Source: an optimization exercise on an open RTL-to-GDS flow (aim: small area, a short achievable clock period and few clock cycles per item). Production flows keep margins and buffers that such runs may drop.
In this exercise RTL edits were held to simulation tests only and were not proved equivalent to the original.
Power and IR drop assume default switching activity.

## blue
## roberts_cross_gradient
module roberts_cross_gradient
#(
   parameter int MAX_WIDTH  = rcg_pkg::DEF_MAX_WIDTH,
   parameter int MAX_HEIGHT = rcg_pkg::DEF_MAX_HEIGHT
)(
   input  logic                     clock,
   input  logic                     reset,
   input  logic                     csr_wr_en,
   input  logic [rcg_pkg::CSR_WIDTH-1:0]     csr_wr_data,
   input  logic                     req_valid,
   output logic                     req_ready,
   input  logic [rcg_pkg::PIX_W-1:0]         req_pixel,
   input  logic                     req_start_of_frame,
   output logic                     rsp_valid,
   input  logic                     rsp_ready,
   output logic [rcg_pkg::ROW_W-1:0]         rsp_out_row,
   output logic [rcg_pkg::COL_W-1:0]         rsp_out_col,
   output logic signed [rcg_pkg::GRAD_W-1:0] rsp_diag_grad,
   output logic signed [rcg_pkg::GRAD_W-1:0] rsp_anti_grad,
   output logic [rcg_pkg::MAG_W-1:0]         rsp_magnitude,
   output logic                     rsp_last
);
For scale: roughly 7000 cells after synthesis, ~3000 flip-flops, ~81 I/O pins, about 120000 µm² of cells after synthesis.
clock: 7.0 ns
lec_check: 0
cap_margin: 20
core_margin: 2
core_utilization: 70
cts_cluster_diameter: 100
cts_cluster_size: 25
setup_slack_margin: 4.0
slew_margin: 20
run.sh (not shown) runs the stock make flow with config.mk's settings and CLKGATE_MAP_FILE= SYNTH_SCRIPT=/design/flow/synth_recipe.tcl, a recipe that flattens the netlist after the stock synthesis.
Testbench counts of blue, summed over its fixed seeds: cycles 20,259, items 17,628.
Modified inputs, orange compared to blue
diff --git a/flow/config.mk b/flow/config.mk
--- a/flow/config.mk
+++ b/flow/config.mk
@@ -9,5 +9,5 @@
 export CORE_MARGIN = 2
 export CORE_UTILIZATION = 70
-export CTS_CLUSTER_DIAMETER = 100
+export CTS_CLUSTER_DIAMETER = 80
 export CTS_CLUSTER_SIZE = 25
 export SETUP_SLACK_MARGIN = 4.0
==> comparison <==
- On part of the power in combinational logic, blue and orange are basically level.
- Sum of routed wire segments on met1: orange vs blue, no meaningful difference
- In orange, the count of clock-buffer cells in the layout came out 9 above the value in blue.
- Comparing orange against blue, there is no change at all in post-cts hold buffer count.

========
Setup of alpha:
roberts_cross_gradient, a different RTL version from the one above (not shown whole).
For scale: ~7000 cells after synthesis, about 3000 flip-flops.
export LEC_CHECK = 0
export CAP_MARGIN = 20
export CORE_MARGIN = 2
export CORE_UTILIZATION = 60
export SETUP_SLACK_MARGIN = 4.3
export SLEW_MARGIN = 20
create_clock -name core_clock -period 7.0 [get_ports {clock}]
Testbench counts of alpha, summed over its fixed seeds: cycles 20,259, items 17,628.
Inputs modified between alpha and beta:
- a change of SETUP_SLACK_MARGIN from 4.3 to 4.0
- a change of CORE_UTILIZATION from 60 to 70
- an added CTS_CLUSTER_DIAMETER of 85
- an added CTS_CLUSTER_SIZE of 32
## What came out
Diff alpha -> beta: synthesis-to-layout area growth now sits lower, overall power after layout now sits lower, via count now sits lower, total routing usage reported by global routing now sits higher, H-tree level count now sits lower.
Measured against beta, the clock-buffer cell count of alpha comes out at 2.9 times the reference value.
Measured against each other, alpha and beta differ in insertion delay of the later-clocked pin in the worst-skew pair, the higher figure coming from alpha.
Placer congestion estimate came out higher on beta than on alpha.
Route | beta vs alpha | wire shorter in beta
beta ended up with d_ay[5]$_DFFE_PP_ as its capture point of the critical path; alpha ended up with d_ay[6]$_DFFE_PP_.
Setup changes, beta to gamma
- CTS_CLUSTER_DIAMETER: 85 -> unset
- CORE_UTILIZATION: 70 -> 60
- CTS_CLUSTER_SIZE: 32 -> unset
gamma: all stages complete, timing, DRC and antenna checks passed
Taking beta as the reference point, the sequential share of layout area of gamma falls by 3.5 points.
In the reports for beta and gamma, the smaller die area belongs to beta.
[compare] base=beta new=gamma: combinational power share has decreased; global-route usage has decreased; cell count has increased; clock buffer count from CTS has increased; wire length on met3 has decreased.
Peak fanout along the critical path: gamma vs beta down 1
Looking at layout-stage area growth over the synthesis result across beta and gamma, the one that comes out higher is gamma.
Between beta and gamma, the flow reports maximum frequency decreasing slightly.
Going from beta to gamma, cell internal power dissipation grew by more than 10%.
The inputs of delta differ from those of gamma as listed below.
- setting CTS_BUF_LIST to sky130_fd_sc_hd__clkbuf_4 for the first time
### Flow results
delta finished every step from synthesis to the final layout, and the layout passed the timing, design-rule and antenna checks.
gamma | stages: all done | timing, DRC, antenna: all pass
gamma has a lower fraction of final layout cells with drive strength greater than 1 than delta.
Total global routing track utilization, delta and gamma: higher on delta
delta ended up with a higher diode insertion count for antenna repair than gamma did.
delta vs. gamma: critical path depth dropped 12; setup TNS was more or less identical.

## static timing again, ports no longer ideal
Ports are ideal in the flow. The routed layouts listed here were re-timed in OpenROAD. Step 1 assumes that a clkbuf_16 drives the clock port and a buf_2 every other input. Step 2 moves the port delays by t, midway between the first and last clock arrival at a register: inputs arrive t later, outputs are due t later. That takes back most of the time a late clock gives input paths. a / b / c = no drivers / after step 1 / after step 2; a / b = the first two.
| run | shift t [ns] | slack for setup (ns) | worst setup path at the end | clock arrival spread, ns | pins driven straight from the clock port |
|---|---|---|---|---|---|
| blue | 0.920 | 4.045 / 3.947 / 3.309 | input to register | 0.041 / 0.041 | 1 |
| orange | 0.909 | 4.048 / 3.972 / 3.304 | input to register | 0.045 / 0.045 | 1 |
| alpha | 1.008 | 3.974 / 3.923 / 3.466 | input to register | 0.077 / 0.077 | 1 |
| beta | 0.872 | 3.993 / 3.965 / 3.344 | input to register | 0.054 / 0.054 | 1 |
| gamma | 1.006 | 3.962 / 3.924 / 3.300 | input to register | 0.073 / 0.072 | 1 |
| delta | 1.472 | 3.552 / 3.469 / 3.313 | input to register | 0.113 / 0.114 | 1 |
After both steps every run listed still meets setup and hold. The setup slack of orange, which loses most, moves by -0.076 ns with the drivers and by -0.744 ns with both steps.
